What follows belongs to an exercise in optimizing a design on an open flow for small area, a short achievable clock period and few clock cycles; a production flow would make more cautious choices. Where RTL was checked, it was by simulation tests only, not by an equivalence proof against the original. No activity file was given, so power comes from the tool's default toggle rates.

==> inputs of v9 <==
==> flow/design.v <==
package sled_pkg;
  localparam int BUF_BYTES = 64;    
  localparam int STORE     = 62;    
  localparam int CNT_W     = 7;     
  localparam int AGE_W     = 6;     
  localparam int NDESC     = 3;     
  localparam logic [7:0] START_MARK = 8'h50;
  localparam logic [7:0] END_MARK   = 8'h45;
  localparam logic [1:0] KIND_PAYLOAD  = 2'd0;
  localparam logic [1:0] KIND_EMPTY    = 2'd1;
  localparam logic [1:0] KIND_OVERFLOW = 2'd2;
endpackage
import sled_pkg::*;
module sled_ram #(
  parameter int DEPTH = STORE
) (
  input  logic               clk,
  input  logic               shift,
  input  logic [7:0]         wdata,
  output logic [DEPTH*8-1:0] bytes_o
);
  logic [DEPTH*8-1:0] sr;
  always_ff @(posedge clk) begin
    if (shift) begin
      sr <= {sr[(DEPTH-1)*8-1:0], wdata};
    end
  end
  assign bytes_o = sr;
endmodule
import sled_pkg::*;
module sled_front (
  input  logic       clk,
  input  logic       rst_n,
  input  logic       in_tvalid,
  output logic       in_tready,
  input  logic [7:0] in_tdata,
  output logic       q_valid,
  output logic [7:0] q_data,
  output logic       q_is_end,
  input  logic       q_ok
);
  logic       v_r;
  logic [7:0] d_r;
  logic       e_r;
  assign in_tready = !v_r || q_ok;
  assign q_valid   = v_r;
  assign q_data    = d_r;
  assign q_is_end  = e_r;
  always_ff @(posedge clk) begin
    if (!rst_n) begin
      v_r <= 1'b0;
    end else if (in_tready) begin
      v_r <= in_tvalid;
    end
    if (in_tready && in_tvalid) begin
      d_r <= in_tdata;
      e_r <= (in_tdata == END_MARK);
    end
  end
endmodule
import sled_pkg::*;
module sled_back (
  input  logic               clk,
  input  logic               rst_n,
  input  logic               q_valid,
  input  logic [7:0]         q_data,
  input  logic               q_is_end,
  output logic               q_ok,
  output logic               shift,
  input  logic [STORE*8-1:0] bytes_i,
  output logic               out_tvalid,
  input  logic               out_tready,
  output logic [7:0]         out_tdata,
  output logic               out_tlast,
  output logic [1:0]         out_tuser
);
  logic [CNT_W-1:0] cnt_r;
  logic             has_r;
  logic [AGE_W-1:0] best_r;
  logic             dv_r [NDESC];
  logic [1:0]       dk_r [NDESC];
  logic [AGE_W-1:0] dp_r [NDESC];
  logic [AGE_W-1:0] dn_r [NDESC];
  logic             ovalid_r;
  logic [7:0]       obyte_r;
  logic             olast_r;
  logic [1:0]       okind_r;
  logic [7:0] b [STORE];
  always_comb begin
    for (int k = 0; k < STORE; k++) b[k] = bytes_i[k*8 +: 8];
  end
  logic full, qfull, pstall, might, consume, complete, ovf, push;
  logic out_free, pop, retire;
  assign full = (cnt_r == CNT_W'(BUF_BYTES));
  always_comb begin
    qfull  = 1'b1;
    pstall = 1'b0;
    for (int k = 0; k < NDESC; k++) begin
      qfull  = qfull && dv_r[k];
      pstall = pstall || (dv_r[k] && dk_r[k] == KIND_PAYLOAD &&
                          dp_r[k] == AGE_W'(STORE - 1));
    end
  end
  assign might    = (q_is_end && has_r) || full;
  assign q_ok     = !pstall && !(qfull && might);
  assign consume  = q_valid && q_ok;
  assign shift    = consume;
  assign complete = consume && q_is_end && has_r;
  assign ovf      = consume && !complete && full;
  assign push     = complete || ovf;
  assign out_free = !ovalid_r || out_tready;
  assign pop      = out_free && dv_r[0];
  assign retire   = pop && (dk_r[0] != KIND_PAYLOAD || dn_r[0] == AGE_W'(1));
  logic [STORE-1:0] cand;
  logic             has_n;
  logic [AGE_W-1:0] best_n;
  always_comb begin
    cand[0] = (q_data == 8'd0) && (b[0] == START_MARK) && (cnt_r != '0);
    for (int q = 1; q < STORE; q++) begin
      cand[q] = (b[q-1] == 8'(q)) && (b[q] == START_MARK) && (cnt_r > CNT_W'(q));
    end
    has_n  = 1'b0;
    best_n = '0;
    for (int q = 0; q < STORE; q++) begin
      if (cand[q]) begin
        has_n  = 1'b1;
        best_n = AGE_W'(q);
      end
    end
  end
  logic             dv_n [NDESC];
  logic [1:0]       dk_n [NDESC];
  logic [AGE_W-1:0] dp_n [NDESC];
  logic [AGE_W-1:0] dn_n [NDESC];
  logic             placed;
  always_comb begin
    for (int k = 0; k < NDESC; k++) begin
      dv_n[k] = dv_r[k];
      dk_n[k] = dk_r[k];
      dp_n[k] = dp_r[k];
      dn_n[k] = dn_r[k];
    end
    if (pop && !retire) begin
      dp_n[0] = dp_r[0] - AGE_W'(1);
      dn_n[0] = dn_r[0] - AGE_W'(1);
    end
    if (retire) begin
      for (int k = 0; k < NDESC - 1; k++) begin
        dv_n[k] = dv_r[k+1];
        dk_n[k] = dk_r[k+1];
        dp_n[k] = dp_r[k+1];
        dn_n[k] = dn_r[k+1];
      end
      dv_n[NDESC-1] = 1'b0;
    end
    if (consume) begin
      for (int k = 0; k < NDESC; k++) dp_n[k] = dp_n[k] + AGE_W'(1);
    end
    placed = 1'b0;
    if (push) begin
      for (int k = 0; k < NDESC; k++) begin
        if (!dv_n[k] && !placed) begin
          placed  = 1'b1;
          dv_n[k] = 1'b1;
          dk_n[k] = complete ? ((best_r == '0) ? KIND_EMPTY : KIND_PAYLOAD)
                             : KIND_OVERFLOW;
          dp_n[k] = best_r;
          dn_n[k] = best_r;
        end
      end
    end
  end
  always_ff @(posedge clk) begin
    if (!rst_n) begin
      cnt_r    <= '0;
      has_r    <= 1'b0;
      ovalid_r <= 1'b0;
      for (int k = 0; k < NDESC; k++) dv_r[k] <= 1'b0;
    end else begin
      if (consume) begin
        if (complete) begin
          cnt_r <= '0;
        end else if (!full) begin
          cnt_r <= cnt_r + CNT_W'(1);
        end
        has_r <= has_n && !complete;
      end
      for (int k = 0; k < NDESC; k++) dv_r[k] <= dv_n[k];
      if (pop) begin
        ovalid_r <= 1'b1;
      end else if (out_tready) begin
        ovalid_r <= 1'b0;
      end
    end
    if (consume) best_r <= best_n;
    for (int k = 0; k < NDESC; k++) begin
      dk_r[k] <= dk_n[k];
      dp_r[k] <= dp_n[k];
      dn_r[k] <= dn_n[k];
    end
    if (pop) begin
      obyte_r <= (dk_r[0] == KIND_PAYLOAD) ? b[dp_r[0]] : 8'd0;
      olast_r <= (dk_r[0] != KIND_PAYLOAD) || (dn_r[0] == AGE_W'(1));
      okind_r <= dk_r[0];
    end
  end
  assign out_tvalid = ovalid_r;
  assign out_tdata  = obyte_r;
  assign out_tlast  = olast_r;
  assign out_tuser  = okind_r;
endmodule
import sled_pkg::*;
module start_length_end_deframer_unit (
  input  logic       clk,
  input  logic       rst_n,
  input  logic       in_tvalid,
  output logic       in_tready,
  input  logic [7:0] in_tdata,    
  output logic       out_tvalid,
  input  logic       out_tready,
  output logic [7:0] out_tdata,   
  output logic       out_tlast,
  output logic [1:0] out_tuser    
);
  logic               q_valid;
  logic [7:0]         q_data;
  logic               q_is_end;
  logic               q_ok;
  logic               shift;
  logic [STORE*8-1:0] bytes;
  sled_front u_front (
    .clk       (clk),
    .rst_n     (rst_n),
    .in_tvalid (in_tvalid),
    .in_tready (in_tready),
    .in_tdata  (in_tdata),
    .q_valid   (q_valid),
    .q_data    (q_data),
    .q_is_end  (q_is_end),
    .q_ok      (q_ok)
  );
  sled_ram u_ram (
    .clk     (clk),
    .shift   (shift),
    .wdata   (q_data),
    .bytes_o (bytes)
  );
  sled_back u_back (
    .clk        (clk),
    .rst_n      (rst_n),
    .q_valid    (q_valid),
    .q_data     (q_data),
    .q_is_end   (q_is_end),
    .q_ok       (q_ok),
    .shift      (shift),
    .bytes_i    (bytes),
    .out_tvalid (out_tvalid),
    .out_tready (out_tready),
    .out_tdata  (out_tdata),
    .out_tlast  (out_tlast),
    .out_tuser  (out_tuser)
  );
endmodule
==> flow/run.sh <==
#!/bin/bash
# synth_recipe.tcl (not shown) runs the flow's synth.tcl, then flattens the netlist and writes it again
# the make line also repeats each setting of config.mk as NAME=value (left out here)
make -C /OpenROAD-flow-scripts/flow DESIGN_CONFIG=/design/flow/config.mk WORK_HOME=/design/flow/orfs CLKGATE_MAP_FILE= SYNTH_SCRIPT=/design/flow/synth_recipe.tcl finish
==> flow/config.mk <==
export PLATFORM = sky130hd
export DESIGN_NAME = start_length_end_deframer_unit
export DESIGN_NICKNAME = start_length_end_deframer_unit
export VERILOG_FILES = /design/flow/design.v
export SDC_FILE = /design/flow/constraint.sdc
export NUM_CORES = 4
export LEC_CHECK = 0
export CAP_MARGIN = 20
export CORE_MARGIN = 2
export CORE_UTILIZATION = 40
export SETUP_SLACK_MARGIN = 3.0
export SLEW_MARGIN = 20
==> flow/constraint.sdc <==
create_clock -name core_clock -period 5.5 [get_ports {clk}]
set_input_delay 1.1000 -clock core_clock [delete_from_list [all_inputs] [get_ports {clk}]]
set_output_delay 1.1000 -clock core_clock [all_outputs]
set_load 0.01 [all_outputs]
==> inputs of v6, as changes to v9 <==
--- a/flow/design.v
+++ b/flow/design.v
@@ -5,4 +5,7 @@
   localparam int AGE_W     = 6;     
   localparam int NDESC     = 3;     
+  localparam int GRP       = 16;    
+  localparam int GRP_W     = $clog2(GRP);
+  localparam int NGRP      = 64 / GRP;
   localparam logic [7:0] START_MARK = 8'h50;
   localparam logic [7:0] END_MARK   = 8'h45;
@@ -38,22 +41,16 @@
   output logic [7:0] q_data,
   output logic       q_is_end,
-  input  logic       q_ok
+  input  logic       room_n
 );
-  logic       v_r;
-  logic [7:0] d_r;
-  logic       e_r;
-  assign in_tready = !v_r || q_ok;
-  assign q_valid   = v_r;
-  assign q_data    = d_r;
-  assign q_is_end  = e_r;
+  logic rdy_r;
+  assign in_tready = rdy_r;
+  assign q_valid   = in_tvalid && rdy_r;
+  assign q_data    = in_tdata;
+  assign q_is_end  = (in_tdata == END_MARK);
   always_ff @(posedge clk) begin
     if (!rst_n) begin
-      v_r <= 1'b0;
-    end else if (in_tready) begin
-      v_r <= in_tvalid;
-    end
-    if (in_tready && in_tvalid) begin
-      d_r <= in_tdata;
-      e_r <= (in_tdata == END_MARK);
+      rdy_r <= 1'b0;
+    end else begin
+      rdy_r <= room_n;
     end
   end
@@ -66,6 +63,6 @@
   input  logic [7:0]         q_data,
   input  logic               q_is_end,
-  output logic               q_ok,
   output logic               shift,
+  output logic               room_n,
   input  logic [STORE*8-1:0] bytes_i,
   output logic               out_tvalid,
@@ -76,6 +73,8 @@
 );
   logic [CNT_W-1:0] cnt_r;
+  logic             full_r;       
   logic             has_r;
-  logic [AGE_W-1:0] best_r;
+  logic             gh_r [NGRP];
+  logic [GRP_W-1:0] gi_r [NGRP];
   logic             dv_r [NDESC];
   logic [1:0]       dk_r [NDESC];
@@ -90,22 +89,10 @@
     for (int k = 0; k < STORE; k++) b[k] = bytes_i[k*8 +: 8];
   end
-  logic full, qfull, pstall, might, consume, complete, ovf, push;
+  logic consume, complete, ovf, push;
   logic out_free, pop, retire;
-  assign full = (cnt_r == CNT_W'(BUF_BYTES));
-  always_comb begin
-    qfull  = 1'b1;
-    pstall = 1'b0;
-    for (int k = 0; k < NDESC; k++) begin
-      qfull  = qfull && dv_r[k];
-      pstall = pstall || (dv_r[k] && dk_r[k] == KIND_PAYLOAD &&
-                          dp_r[k] == AGE_W'(STORE - 1));
-    end
-  end
-  assign might    = (q_is_end && has_r) || full;
-  assign q_ok     = !pstall && !(qfull && might);
-  assign consume  = q_valid && q_ok;
+  assign consume  = q_valid;
   assign shift    = consume;
   assign complete = consume && q_is_end && has_r;
-  assign ovf      = consume && !complete && full;
+  assign ovf      = consume && !complete && full_r;
   assign push     = complete || ovf;
   assign out_free = !ovalid_r || out_tready;
@@ -113,6 +100,4 @@
   assign retire   = pop && (dk_r[0] != KIND_PAYLOAD || dn_r[0] == AGE_W'(1));
   logic [STORE-1:0] cand;
-  logic             has_n;
-  logic [AGE_W-1:0] best_n;
   always_comb begin
     cand[0] = (q_data == 8'd0) && (b[0] == START_MARK) && (cnt_r != '0);
@@ -120,11 +105,27 @@
       cand[q] = (b[q-1] == 8'(q)) && (b[q] == START_MARK) && (cnt_r > CNT_W'(q));
     end
-    has_n  = 1'b0;
-    best_n = '0;
-    for (int q = 0; q < STORE; q++) begin
-      if (cand[q]) begin
-        has_n  = 1'b1;
-        best_n = AGE_W'(q);
-      end
+  end
+  logic             has_n;
+  logic             gh_n [NGRP];
+  logic [GRP_W-1:0] gi_n [NGRP];
+  always_comb begin
+    for (int g = 0; g < NGRP; g++) begin
+      gh_n[g] = 1'b0;
+      gi_n[g] = '0;
+      for (int k = 0; k < GRP; k++) begin
+        if (g * GRP + k < STORE && cand[g*GRP+k]) begin
+          gh_n[g] = 1'b1;
+          gi_n[g] = GRP_W'(k);
+        end
+      end
+    end
+    has_n = 1'b0;
+    for (int g = 0; g < NGRP; g++) has_n = has_n || gh_n[g];
+  end
+  logic [AGE_W-1:0] best;
+  always_comb begin
+    best = '0;
+    for (int g = 0; g < NGRP; g++) begin
+      if (gh_r[g]) best = {(AGE_W-GRP_W)'(g), gi_r[g]};
     end
   end
@@ -133,15 +134,25 @@
   logic [AGE_W-1:0] dp_n [NDESC];
   logic [AGE_W-1:0] dn_n [NDESC];
+  logic [AGE_W-1:0] p_inc [NDESC];
+  logic [AGE_W-1:0] p_dec;
+  logic [AGE_W-1:0] n_dec;
   logic             placed;
   always_comb begin
-    for (int k = 0; k < NDESC; k++) begin
+    for (int k = 0; k < NDESC; k++) p_inc[k] = dp_r[k] + AGE_W'(1);
+    p_dec = dp_r[0] - AGE_W'(1);
+    n_dec = dn_r[0] - AGE_W'(1);
+    dv_n[0] = dv_r[0];
+    dk_n[0] = dk_r[0];
+    dn_n[0] = pop ? n_dec : dn_r[0];
+    case ({consume, pop})
+      2'b10:   dp_n[0] = p_inc[0];
+      2'b01:   dp_n[0] = p_dec;
+      default: dp_n[0] = dp_r[0];
+    endcase
+    for (int k = 1; k < NDESC; k++) begin
       dv_n[k] = dv_r[k];
       dk_n[k] = dk_r[k];
-      dp_n[k] = dp_r[k];
       dn_n[k] = dn_r[k];
-    end
-    if (pop && !retire) begin
-      dp_n[0] = dp_r[0] - AGE_W'(1);
-      dn_n[0] = dn_r[0] - AGE_W'(1);
+      dp_n[k] = consume ? p_inc[k] : dp_r[k];
     end
     if (retire) begin
@@ -149,11 +160,8 @@
         dv_n[k] = dv_r[k+1];
         dk_n[k] = dk_r[k+1];
-        dp_n[k] = dp_r[k+1];
         dn_n[k] = dn_r[k+1];
+        dp_n[k] = consume ? p_inc[k+1] : dp_r[k+1];
       end
       dv_n[NDESC-1] = 1'b0;
-    end
-    if (consume) begin
-      for (int k = 0; k < NDESC; k++) dp_n[k] = dp_n[k] + AGE_W'(1);
     end
     placed = 1'b0;
@@ -163,15 +171,51 @@
           placed  = 1'b1;
           dv_n[k] = 1'b1;
-          dk_n[k] = complete ? ((best_r == '0) ? KIND_EMPTY : KIND_PAYLOAD)
+          dk_n[k] = complete ? ((best == '0) ? KIND_EMPTY : KIND_PAYLOAD)
                              : KIND_OVERFLOW;
-          dp_n[k] = best_r;
-          dn_n[k] = best_r;
+          dp_n[k] = best;
+          dn_n[k] = best;
         end
       end
     end
+  end
+  logic qfull_n;
+  logic pstall_n;
+  always_comb begin
+    qfull_n = 1'b1;
+    for (int k = 0; k < NDESC; k++) qfull_n = qfull_n && dv_n[k];
+    pstall_n = complete && (best >= AGE_W'(STORE - 2));
+    for (int k = 0; k < NDESC; k++) begin
+      pstall_n = pstall_n || (dv_r[k] && dk_r[k] == KIND_PAYLOAD &&
+                              dp_r[k] >= AGE_W'(STORE - 2));
+    end
+  end
+  logic has_nx, full_nx;
+  always_comb begin
+    has_nx  = consume ? (has_n && !complete) : has_r;
+    full_nx = consume ? (!complete && (full_r || cnt_r == CNT_W'(BUF_BYTES - 1)))
+                      : full_r;
+    room_n  = !pstall_n && !(qfull_n && (has_nx || full_nx));
+  end
+  logic [7:0] sel_lo, sel_hi;
+  logic [7:0] rd_grp [8];
+  logic [7:0] rd_byte;
+  always_comb begin
+    for (int k = 0; k < 8; k++) begin
+      sel_lo[k] = (dp_r[0][2:0] == 3'(k));
+      sel_hi[k] = (dp_r[0][5:3] == 3'(k));
+    end
+    for (int j = 0; j < 8; j++) begin
+      rd_grp[j] = '0;
+      for (int k = 0; k < 8; k++) begin
+        if (8 * j + k < STORE) rd_grp[j] = rd_grp[j] | (b[8*j+k] & {8{sel_lo[k]}});
+      end
+    end
+    rd_byte = '0;
+    for (int j = 0; j < 8; j++) rd_byte = rd_byte | (rd_grp[j] & {8{sel_hi[j]}});
   end
   always_ff @(posedge clk) begin
     if (!rst_n) begin
       cnt_r    <= '0;
+      full_r   <= 1'b0;
       has_r    <= 1'b0;
       ovalid_r <= 1'b0;
@@ -180,7 +224,9 @@
       if (consume) begin
         if (complete) begin
-          cnt_r <= '0;
-        end else if (!full) begin
-          cnt_r <= cnt_r + CNT_W'(1);
+          cnt_r  <= '0;
+          full_r <= 1'b0;
+        end else if (!full_r) begin
+          cnt_r  <= cnt_r + CNT_W'(1);
+          full_r <= (cnt_r == CNT_W'(BUF_BYTES - 1));
         end
         has_r <= has_n && !complete;
@@ -193,5 +239,10 @@
       end
     end
-    if (consume) best_r <= best_n;
+    if (consume) begin
+      for (int g = 0; g < NGRP; g++) begin
+        gh_r[g] <= gh_n[g];
+        gi_r[g] <= gi_n[g];
+      end
+    end
     for (int k = 0; k < NDESC; k++) begin
       dk_r[k] <= dk_n[k];
@@ -200,5 +251,5 @@
     end
     if (pop) begin
-      obyte_r <= (dk_r[0] == KIND_PAYLOAD) ? b[dp_r[0]] : 8'd0;
+      obyte_r <= (dk_r[0] == KIND_PAYLOAD) ? rd_byte : 8'd0;
       olast_r <= (dk_r[0] != KIND_PAYLOAD) || (dn_r[0] == AGE_W'(1));
       okind_r <= dk_r[0];
@@ -226,6 +277,6 @@
   logic [7:0]         q_data;
   logic               q_is_end;
-  logic               q_ok;
   logic               shift;
+  logic               room_n;
   logic [STORE*8-1:0] bytes;
   sled_front u_front (
@@ -238,5 +289,5 @@
     .q_data    (q_data),
     .q_is_end  (q_is_end),
-    .q_ok      (q_ok)
+    .room_n    (room_n)
   );
   sled_ram u_ram (
@@ -252,6 +303,6 @@
     .q_data     (q_data),
     .q_is_end   (q_is_end),
-    .q_ok       (q_ok),
     .shift      (shift),
+    .room_n     (room_n),
     .bytes_i    (bytes),
     .out_tvalid (out_tvalid),
- ABC_AREA: unset -> 1
- CTS_CLUSTER_DIAMETER: unset -> 80
- CTS_CLUSTER_SIZE: unset -> 30
- SETUP_SLACK_MARGIN: 3.0 -> 2.7
==> notes.md <==
- v9 completed without violations. v6 went through all stages and came out clean.
- Between v9 and v6, the lower count of clock-buffer cells in the layout is in v6 (gap 43).
- Against v6, the routed wire length of v9 is larger by 52%.
- Between v6 and v9, the lower cell count is in v9 (gap 31%, measured against v9).
- Of v6 and v9, v6 has the higher synthesized cell count (gap about 65%, measured against v9).
- Against v9, the global-route usage of v6 is lower by 18 points.
- In v6 the worst setup slack is higher than in v9, by 0.62 ns.
- Between v6 and v9, the lower sequential share of layout area is in v9 (gap 3.7 points).
==> figures <==
	v9	v6
Peak Freq	0.292 GHz	0.357 GHz
Outcome	timing/DRC/antenna clean	timing/DRC/antenna clean
1st-pass router iterations	9	6
Iteration-0 DRC count of the detailed router	4460	3479
Global-route met2 utilization	61.6%	39.3%
Netlist Area Pre-Place	25900 um^2	29700 um^2
Multi-input combinational cell area	10500 um^2	11000 um^2
Maximum number of pins on one net before global-route repair	77	189
Wire length of the first global-routing pass	196000 um	151000 um
Combinational share of power	24.5%	23.4%
DPL Wire Length	112000 um	74400 um
Routed length on met1	56900 um	43900 um
Shortest period the worst path allows	3.42 ns	2.80 ns
Register area	16900 um^2	17000 um^2
Critical path class	flop to flop	flop to output port
Testbench counts of v6, summed over its fixed seeds: cycles 13,035.
No functional check of the RTL was part of v9.

[port drivers added, routing unchanged]
Ports are ideal in the flow. The routed layouts listed here were re-timed in OpenROAD.
Step 1, drivers: a clkbuf_16 drives clk and a buf_2 each remaining input, both assumed.
Step 2 times the ports against the registers' clock, not the clock port: input delays grow and output delays shrink by t, the midpoint of the rising clock arrivals with the driver on.
Slacks: ideal / step 1 / step 2; pairs: ideal / step 1.
| run | shift t [ns] | setup WS [ns] | hold slack, ns | latest minus earliest clock arrival (ns) | worst data-port slew with drivers (ns) |
|---|---|---|---|---|---|
| v9 | 0.727 | 2.078 / 2.011 / 2.078 | 0.457 / 0.457 / 0.457 | 0.024 / 0.024 | 0.04 |
| v6 | 0.723 | 2.695 / 2.632 / 2.069 | 0.430 / 0.430 / 0.430 | 0.040 / 0.040 | 0.03 |
After both steps setup and hold are still met in every run listed. For v6, which loses most, drivers alone change the setup slack by -0.063 ns; drivers and shift together by -0.626 ns.
